This design comes from an exercise in tuning for small area and a short achievable clock period on the open sky130 flow, not from production work. In this exercise RTL edits were held to simulation tests only and were not proved equivalent to the original. No activity file was given, so power comes from the tool's default toggle rates.

Design BuzzerSubsystem, start of the top module:
module BuzzerSubsystem (
    input  logic                        clk,
    input  logic                        RSTn,
    input  logic                        hostCyc,
    input  logic                        hostStb,
    input  logic                        hostWe,
    input  logic [10-1:0]  hostAdr,
    input  logic [32-1:0]      hostDatW,
    output logic [32-1:0]      hostDatR,
    output logic                        hostAck,
    output logic                        pwm
);
clock: 10.0 ns
lec_check: 0
cap_margin: 20
core_margin: 2
core_utilization: 60
cts_cluster_diameter: 90
cts_cluster_size: 24
gpl_timing_driven: 1
slew_margin: 20
synth_memory_max_bits: 16384
standard.sh (not shown) runs the stock make flow with config.mk's settings and CLKGATE_MAP_FILE= SYNTH_SCRIPT=/design/flow/synth_recipe.tcl, a recipe that flattens the netlist after the stock synthesis.
==> flow/flow/run.sh <==
#!/bin/bash
set -uo pipefail
bash standard.sh synth > synth.log 2>&1 || { tail -20 synth.log; exit 1; }
bash standard.sh SETUP_SLACK_MARGIN=6.3 finish > layout.log 2>&1 || { tail -20 layout.log; exit 1; }
test -f out/final.def
==> next run, changes <==
Settings changed: CORE_UTILIZATION 60 to 65.
After rerunning: Fmax climbs by about 0.8%. First-iteration DRC count drops by about 4%. Final area drops by 0.63%. Via count drops by 0.85%. Non-clock buffer count drops by 16. Sequential cell count does not change. Synthesized area does not change. Routed wire length drops by about 4.6%. Power drops by about 0.5%. Setup slack gains 31 ps.
==> next run, changes <==
==> flow/flow/run.sh (replaced) <==
#!/bin/bash
set -uo pipefail
bash standard.sh synth > synth.log 2>&1 || { tail -20 synth.log; exit 1; }
bash standard.sh SETUP_SLACK_MARGIN=6.3 IO_CONSTRAINTS=$PWD/flow/io.tcl finish > layout.log 2>&1 || { tail -20 layout.log; exit 1; }
test -f out/final.def
==> flow/flow/io.tcl (new file) <==
# Keep the host read-data outputs (and the other host-side ports) together
# on one edge, so the output gates and the nets that feed all of them stay
# short.
set outs {hostAck pwm}
for {set i 0} {$i < 32} {incr i} { lappend outs "hostDatR\[$i\]" }
set_io_pin_constraint -pin_names $outs -region right:130-250
set ins {hostCyc hostStb hostWe}
for {set i 0} {$i < 10} {incr i} { lappend ins "hostAdr\[$i\]" }
set_io_pin_constraint -pin_names $ins -region right:*
Settings changed: CORE_UTILIZATION 65 to 60.
Clock skew went up by 8.2 ps; worst setup slack barely changes; design area went up by 0.99%; wire length went up by 4.8%.
==> next run, changes <==
==> flow/flow/run.sh (replaced) <==
#!/bin/bash
set -uo pipefail
bash standard.sh synth > synth.log 2>&1 || { tail -20 synth.log; exit 1; }
bash standard.sh SETUP_SLACK_MARGIN=6.3 finish > layout.log 2>&1 || { tail -20 layout.log; exit 1; }
test -f out/final.def
Settings changed: CTS_CLUSTER_DIAMETER 90 to 100, CTS_CLUSTER_SIZE 24 to 30.
removed: flow/flow/io.tcl
Effect:
- clock-buffer cell count is lower by 34
- total power is lower by a few percent
- register-to-register slack is worse by 20 ps
- setup slack is worse by 32 ps
- utilization is lower by 0.34 points
- maximum frequency is lower slightly
- global-route usage stays flat
- cell count barely changes
==> next run, changes <==
==> flow/flow/run.sh (replaced) <==
#!/bin/bash
set -uo pipefail
bash standard.sh synth > synth.log 2>&1 || { tail -20 synth.log; exit 1; }
bash standard.sh SETUP_SLACK_MARGIN=6.45 finish > layout.log 2>&1 || { tail -20 layout.log; exit 1; }
test -f out/final.def
Settings changed: CTS_CLUSTER_DIAMETER 100 to 90, CTS_CLUSTER_SIZE 30 to 24.
Result: Worst hold slack is about the same; setup slack improves by 33 ps; design area came out higher by 1.8%; via count came out higher by 0.80%; total power came out higher by 3.0%; register-to-register slack improves by 230 ps; critical path depth came out lower by 6; sequential power is about the same.

* * *

The RTL this note starts from:
==> flow/design.v <==
`timescale 1ns/1ns
module BuzzerSubsystem (
    input  logic                        clk,
    input  logic                        RSTn,
    input  logic                        hostCyc,
    input  logic                        hostStb,
    input  logic                        hostWe,
    input  logic [10-1:0]  hostAdr,
    input  logic [32-1:0]      hostDatW,
    output logic [32-1:0]      hostDatR,
    output logic                        hostAck,
    output logic                        pwm
);
    localparam int AW = 6;
    localparam int DW = 32;
    localparam int SW = 8;
    localparam int ND = 64;
    localparam logic [1:0] DMA_IDLE   = 2'd0;
    localparam logic [1:0] DMA_FETCH  = 2'd1;
    localparam logic [1:0] DMA_UNPACK = 2'd2;
    logic                regAck;
    logic                goReg;
    logic [AW-1:0]       startReg;
    logic [AW-1:0]       lenReg;
    logic                hostAckQ;
    logic                locked;
    logic                ownerDma;
    logic                lastDma;
    logic                ack;
    logic                dmaRd;
    logic [ND-1:0][DW-1:0] words;
    logic                wEn;
    logic [AW-1:0]       wAdr;
    logic [DW-1:0]       wDat;
    logic [1:0]          state;
    logic [AW-1:0]       curAdr;
    logic [AW-1:0]       wordsLeft;
    logic [DW-1:0]       word;
    logic [1:0]          byteIdx;
    logic [SW-1:0]       bufData;
    logic                bufValid;
    logic [SW-1:0]       duty;
    logic [SW-1:0]       cnt;
    logic                running;
    logic                pwmQ;
    assign hostAck  = hostAckQ;
    assign pwm      = pwmQ;
    logic       regSel;
    logic [1:0] regOff;
    logic       regAccess;
    logic       hbCyc, hbStb;
    assign regSel    = hostAdr[9];
    assign regOff    = hostAdr[1:0];
    assign regAccess = hostCyc && hostStb && regSel && !regAck;
    assign hbCyc     = hostCyc && !regSel;
    assign hbStb     = hostStb && !regSel;
    logic dmaCyc;
    logic holding;
    logic selDma;
    logic ramCyc, ramStb;
    logic access;
    logic hostWr;
    logic dmaAck;
    assign dmaCyc  = (state == DMA_FETCH);
    assign holding = locked && (ownerDma ? dmaCyc : hbCyc);
    always_comb begin
        if (holding) begin
            selDma = ownerDma;
        end else if (hbCyc && dmaCyc) begin
            selDma = !lastDma;
        end else begin
            selDma = dmaCyc;
        end
    end
    assign ramCyc = selDma ? dmaCyc : hbCyc;
    assign ramStb = selDma ? dmaCyc : hbStb;
    assign access = ramCyc && ramStb && !ack;
    assign hostWr = access && !selDma && hostWe;
    assign dmaAck = ack && ownerDma;
    always_ff @(posedge clk or negedge RSTn) begin
        if (!RSTn) begin
            locked   <= 1'b0;
            ownerDma <= 1'b0;
            lastDma  <= 1'b0;
            ack      <= 1'b0;
            dmaRd    <= 1'b0;
            regAck   <= 1'b0;
            hostAckQ <= 1'b0;
        end else begin
            locked   <= ramCyc;
            ownerDma <= selDma;
            if (ack) begin
                lastDma <= selDma;
            end
            ack      <= access;
            dmaRd    <= access && selDma;
            regAck   <= regAccess;
            hostAckQ <= regAccess || (access && !selDma);
        end
    end
    logic [AW-1:0] radr;
    logic [7:0]    s0;
    logic [3:0]    s1;
    logic [3:0][DW-1:0] gLo, gHi;
    logic [DW-1:0] rdLo, rdHi;
    assign radr = dmaRd ? curAdr : hostAdr[AW-1:0];
    assign s0 = '0;
    assign s1 = '0;
    assign gLo = '0;
    assign gHi = '0;
    always_comb begin
        rdLo = '0;
        rdHi = '0;
        for (int i = 0; i < 32; i++) begin
            rdLo = rdLo | ({DW{radr[4:0] == 5'(i)}} & words[i]);
            rdHi = rdHi | ({DW{radr[4:0] == 5'(i)}} & words[32+i]);
        end
    end
    always_ff @(posedge clk) begin
        wEn  <= hostWr;
        wAdr <= hostAdr[AW-1:0];
        wDat <= hostDatW;
        for (int r = 0; r < ND; r++) begin
            if (wEn && wAdr == AW'(r)) begin
                words[r] <= wDat;
            end
        end
    end
    logic [AW-1:0] regVal;
    always_comb begin
        case (regOff)
            2'd0: regVal = startReg;
            2'd1:   regVal = lenReg;
            2'd2:  regVal = AW'(state != DMA_IDLE);
            default:        regVal = '0;
        endcase
    end
    always_ff @(posedge clk or negedge RSTn) begin
        if (!RSTn) begin
            goReg    <= 1'b0;
            startReg <= '0;
            lenReg   <= '0;
        end else begin
            goReg <= regAccess && hostWe && (regOff == 2'd2) && hostDatW[0];
            if (regAccess && hostWe && regOff == 2'd0) begin
                startReg <= hostDatW[AW-1:0];
            end
            if (regAccess && hostWe && regOff == 2'd1) begin
                lenReg <= hostDatW[AW-1:0];
            end
        end
    end
    logic [DW-1:0] ramLo, ramHi;
    logic          ramHiQ;
    logic          hostLoQ, hostHiQ;
    logic [AW-1:0] regDatQ;
    always_ff @(posedge clk) begin
        ramLo   <= rdLo;
        ramHi   <= rdHi;
        ramHiQ  <= radr[AW-1];
        hostLoQ <= !regSel && !hostAdr[AW-1];
        hostHiQ <= !regSel && hostAdr[AW-1];
        regDatQ <= regSel ? regVal : '0;
    end
    always_comb begin
        hostDatR = ({DW{hostLoQ}} & ramLo) | ({DW{hostHiQ}} & ramHi);
        hostDatR[AW-1:0] = hostDatR[AW-1:0] | regDatQ;
    end
    logic sampleValid, sampleReady, take;
    logic [SW-1:0] sample;
    logic          firstQ;
    logic [DW-1:0] fetched;
    assign fetched     = ramHiQ ? ramHi : ramLo;
    assign sampleValid = (state == DMA_UNPACK);
    assign take        = sampleValid && sampleReady;
    always_comb begin
        if (firstQ) begin
            sample = fetched[SW-1:0];
        end else begin
            case (byteIdx)
                2'd0: sample = word[SW-1:0];
                2'd1: sample = word[2*SW-1:SW];
                2'd2: sample = word[3*SW-1:2*SW];
                default: sample = word[4*SW-1:3*SW];
            endcase
        end
    end
    always_ff @(posedge clk or negedge RSTn) begin
        if (!RSTn) begin
            state     <= DMA_IDLE;
            curAdr    <= '0;
            wordsLeft <= '0;
            byteIdx   <= '0;
        end else begin
            case (state)
                DMA_IDLE: begin
                    if (goReg && lenReg != '0) begin
                        curAdr    <= startReg;
                        wordsLeft <= lenReg;
                        state     <= DMA_FETCH;
                    end
                end
                DMA_FETCH: begin
                    if (dmaRd) begin
                        curAdr    <= curAdr + 1'b1;
                        wordsLeft <= wordsLeft - 1'b1;
                        byteIdx   <= '0;
                        state     <= DMA_UNPACK;
                    end
                end
                DMA_UNPACK: begin
                    if (take) begin
                        byteIdx <= byteIdx + 1'b1;
                        if (byteIdx == 2'd3) begin
                            state <= (wordsLeft == '0) ? DMA_IDLE : DMA_FETCH;
                        end
                    end
                end
                default: state <= DMA_IDLE;
            endcase
        end
    end
    always_ff @(posedge clk) begin
        firstQ <= dmaRd;
        if (firstQ) begin
            word <= fetched;
        end
    end
    logic periodEnd, newPeriod;
    logic [SW-1:0] dutyNext;
    assign sampleReady = !bufValid;
    assign periodEnd   = running && (cnt == SW'(256 - 1));
    assign newPeriod   = (!running || periodEnd) && (bufValid || take);
    assign dutyNext    = bufValid ? bufData : sample;
    always_ff @(posedge clk or negedge RSTn) begin
        if (!RSTn) begin
            running  <= 1'b0;
            cnt      <= '0;
            bufValid <= 1'b0;
            pwmQ     <= 1'b0;
        end else if (newPeriod) begin
            running  <= 1'b1;
            cnt      <= '0;
            bufValid <= 1'b0;
            pwmQ     <= (dutyNext != '0);
        end else if (periodEnd || !running) begin
            running <= 1'b0;
            pwmQ    <= 1'b0;
        end else begin
            cnt  <= cnt + 1'b1;
            pwmQ <= ((cnt + 1'b1) < duty);
            if (take) begin
                bufValid <= 1'b1;
            end
        end
    end
    always_ff @(posedge clk) begin
        if (newPeriod) begin
            duty <= dutyNext;
        end
        if (take && !newPeriod) begin
            bufData <= sample;
        end
    end
endmodule
export LEC_CHECK = 0
export CAP_MARGIN = 20
export CORE_MARGIN = 2
export CORE_UTILIZATION = 60
export CTS_CLUSTER_DIAMETER = 90
export CTS_CLUSTER_SIZE = 24
export GPL_TIMING_DRIVEN = 1
export SLEW_MARGIN = 20
export SYNTH_MEMORY_MAX_BITS = 16384
create_clock -name core_clock -period 10.0 [get_ports {clk}]
==> flow/flow/run.sh <==
#!/bin/bash
set -uo pipefail
bash standard.sh synth > synth.log 2>&1 || { tail -20 synth.log; exit 1; }
bash standard.sh SETUP_SLACK_MARGIN=6.2 finish > layout.log 2>&1 || { tail -20 layout.log; exit 1; }
test -f out/final.def
The starting point completed without violations.
Change:
==> flow/flow/run.sh (replaced) <==
#!/bin/bash
set -uo pipefail
bash standard.sh synth > synth.log 2>&1 || { tail -20 synth.log; exit 1; }
bash standard.sh SETUP_SLACK_MARGIN=6.4 finish > layout.log 2>&1 || { tail -20 layout.log; exit 1; }
test -f out/final.def
- CAP_MARGIN: 20 -> 10
- SLEW_MARGIN: 20 -> 10
Effect: Combinational power climbs by 9.3%. Non-clock buffer count climbs by 122. Power climbs by 0.99%. Core utilization climbs by 1.7 points. Count of clock-buffer cells in the layout climbs by 1. Flip-flop and latch count stays the same. Area after synthesis stays the same.

* * *

== willow ==
RTL: the design.v shown in full above, as it stands there.
Settings: LEC_CHECK=0, CAP_MARGIN=20, CORE_MARGIN=2, CORE_UTILIZATION=55, CTS_CLUSTER_DIAMETER=100, CTS_CLUSTER_SIZE=30, GPL_TIMING_DRIVEN=1, SLEW_MARGIN=20, SYNTH_MEMORY_MAX_BITS=16384; clock period 10.0 ns.
==> flow/flow/run.sh <==
#!/bin/bash
set -uo pipefail
bash standard.sh synth > synth.log 2>&1 || { tail -20 synth.log; exit 1; }
bash standard.sh SETUP_SLACK_MARGIN=6.4 finish > layout.log 2>&1 || { tail -20 layout.log; exit 1; }
test -f out/final.def
willow: flow completed, timing, DRC and antenna clean
Inputs modified between willow and cedar:
--- a/flow/flow/run.sh
+++ b/flow/flow/run.sh
@@ -4 +4 @@
-bash standard.sh SETUP_SLACK_MARGIN=6.4 finish > layout.log 2>&1 || { tail -20 layout.log; exit 1; }
+bash standard.sh SETUP_SLACK_MARGIN=6.0 finish > layout.log 2>&1 || { tail -20 layout.log; exit 1; }
- On multi-input logic cell count, cedar and willow are neck and neck.
- Going from willow to cedar, global-route wire length before repair shrinks by about 5.5%.
- willow has higher total power than cedar.
- cedar ends up with higher endpoint arrival time on the critical path than willow does.
- cedar: area of all placed cells without fillers is about 3% lower than what willow reported.
- Min fraction of area in registers across cedar and willow: willow
- | clock tree cell share of total cell area | higher: cedar |
- Route | cedar vs willow | wire shorter in cedar
- Min number of vias in the routed layout across cedar and willow: cedar
- The worst hold slack after final layout on willow is in line with that on cedar.

* * *

Another version of the RTL of BuzzerSubsystem (not shown whole).
Size: about 4600 cells after synthesis, about 2200 flip-flops, roughly 81 I/O pins, roughly 0.080 mm² of cells after synthesis.
clock: 10.0 ns
lec_check: 0
cap_margin: 20
core_margin: 2
core_utilization: 40
slew_margin: 20
synth_memory_max_bits: 16384
run.sh (not shown) runs the stock make flow with config.mk's settings and CLKGATE_MAP_FILE= SYNTH_SCRIPT=/design/flow/synth_recipe.tcl, a recipe that flattens the netlist after the stock synthesis.
Stock flow here: none of the scripts above is used.
The baseline went through all stages and came out clean.
Then changed:
ABC_CLOCK_PERIOD_IN_PS = 3000   (was unset)
CORE_UTILIZATION = 60   (was 40)
GPL_TIMING_DRIVEN = 1   (was unset)
SETUP_SLACK_MARGIN = 5   (was unset)
Outcome: Utilization went up by 23 points. Worst setup slack is better by 1.3 ns. Worst hold slack is worse by 0.0042 ns. Via count went up by 0.62%. Register-to-register slack is better by 0.61 ns. Power went down by 2.8%.

## re-timing with driven ports
The flow's constraints put no driver on any port. The routed layouts listed below were extracted and timed again, unchanged, in two steps. Step 1 sets driving cells, clkbuf_16 on the clock port and buf_2 on the other inputs (assumed; they add their load-dependent delay and slew). Step 2 moves the port delays by t, midway between the first and last clock arrival at a register: inputs arrive t later, outputs are due t later. That takes back most of the time a late clock gives input paths. a / b / c = no drivers / after step 1 / after step 2; a / b = the first two.
| run | t (ns) | setup WS [ns] | pins driven straight from the clock port |
|---|---|---|---|
| the first run of note 1 | 0.845 | 6.226 / 6.149 / 5.394 | 1 |
| the second run of note 1 | 0.843 | 6.257 / 6.181 / 5.402 | 1 |
| the third run of note 1 | 0.854 | 6.257 / 6.164 / 5.402 | 1 |
| the fourth run of note 1 | 0.822 | 6.225 / 6.177 / 5.420 | 1 |
| the fifth run of note 1 | 0.859 | 6.258 / 6.165 / 5.517 | 1 |
| the first run of note 2 | 0.845 | 5.907 / 5.970 / 5.124 | 1 |
| the second run of note 2 | 0.851 | 6.056 / 5.967 / 5.503 | 1 |
| willow | 0.829 | 6.096 / 6.006 / 5.541 | 1 |
| cedar | 0.832 | 5.950 / 5.900 / 5.184 | 1 |
| the first run of note 4 | 0.953 | 3.470 / 3.527 / 2.574 | 1 |
| the second run of note 4 | 0.924 | 4.796 / 4.835 / 3.911 | 1 |
After both steps setup and hold are still met in every run listed. The setup slack of the first run of note 4, which loses most, moves by +0.057 ns with the drivers and by -0.896 ns with both steps.
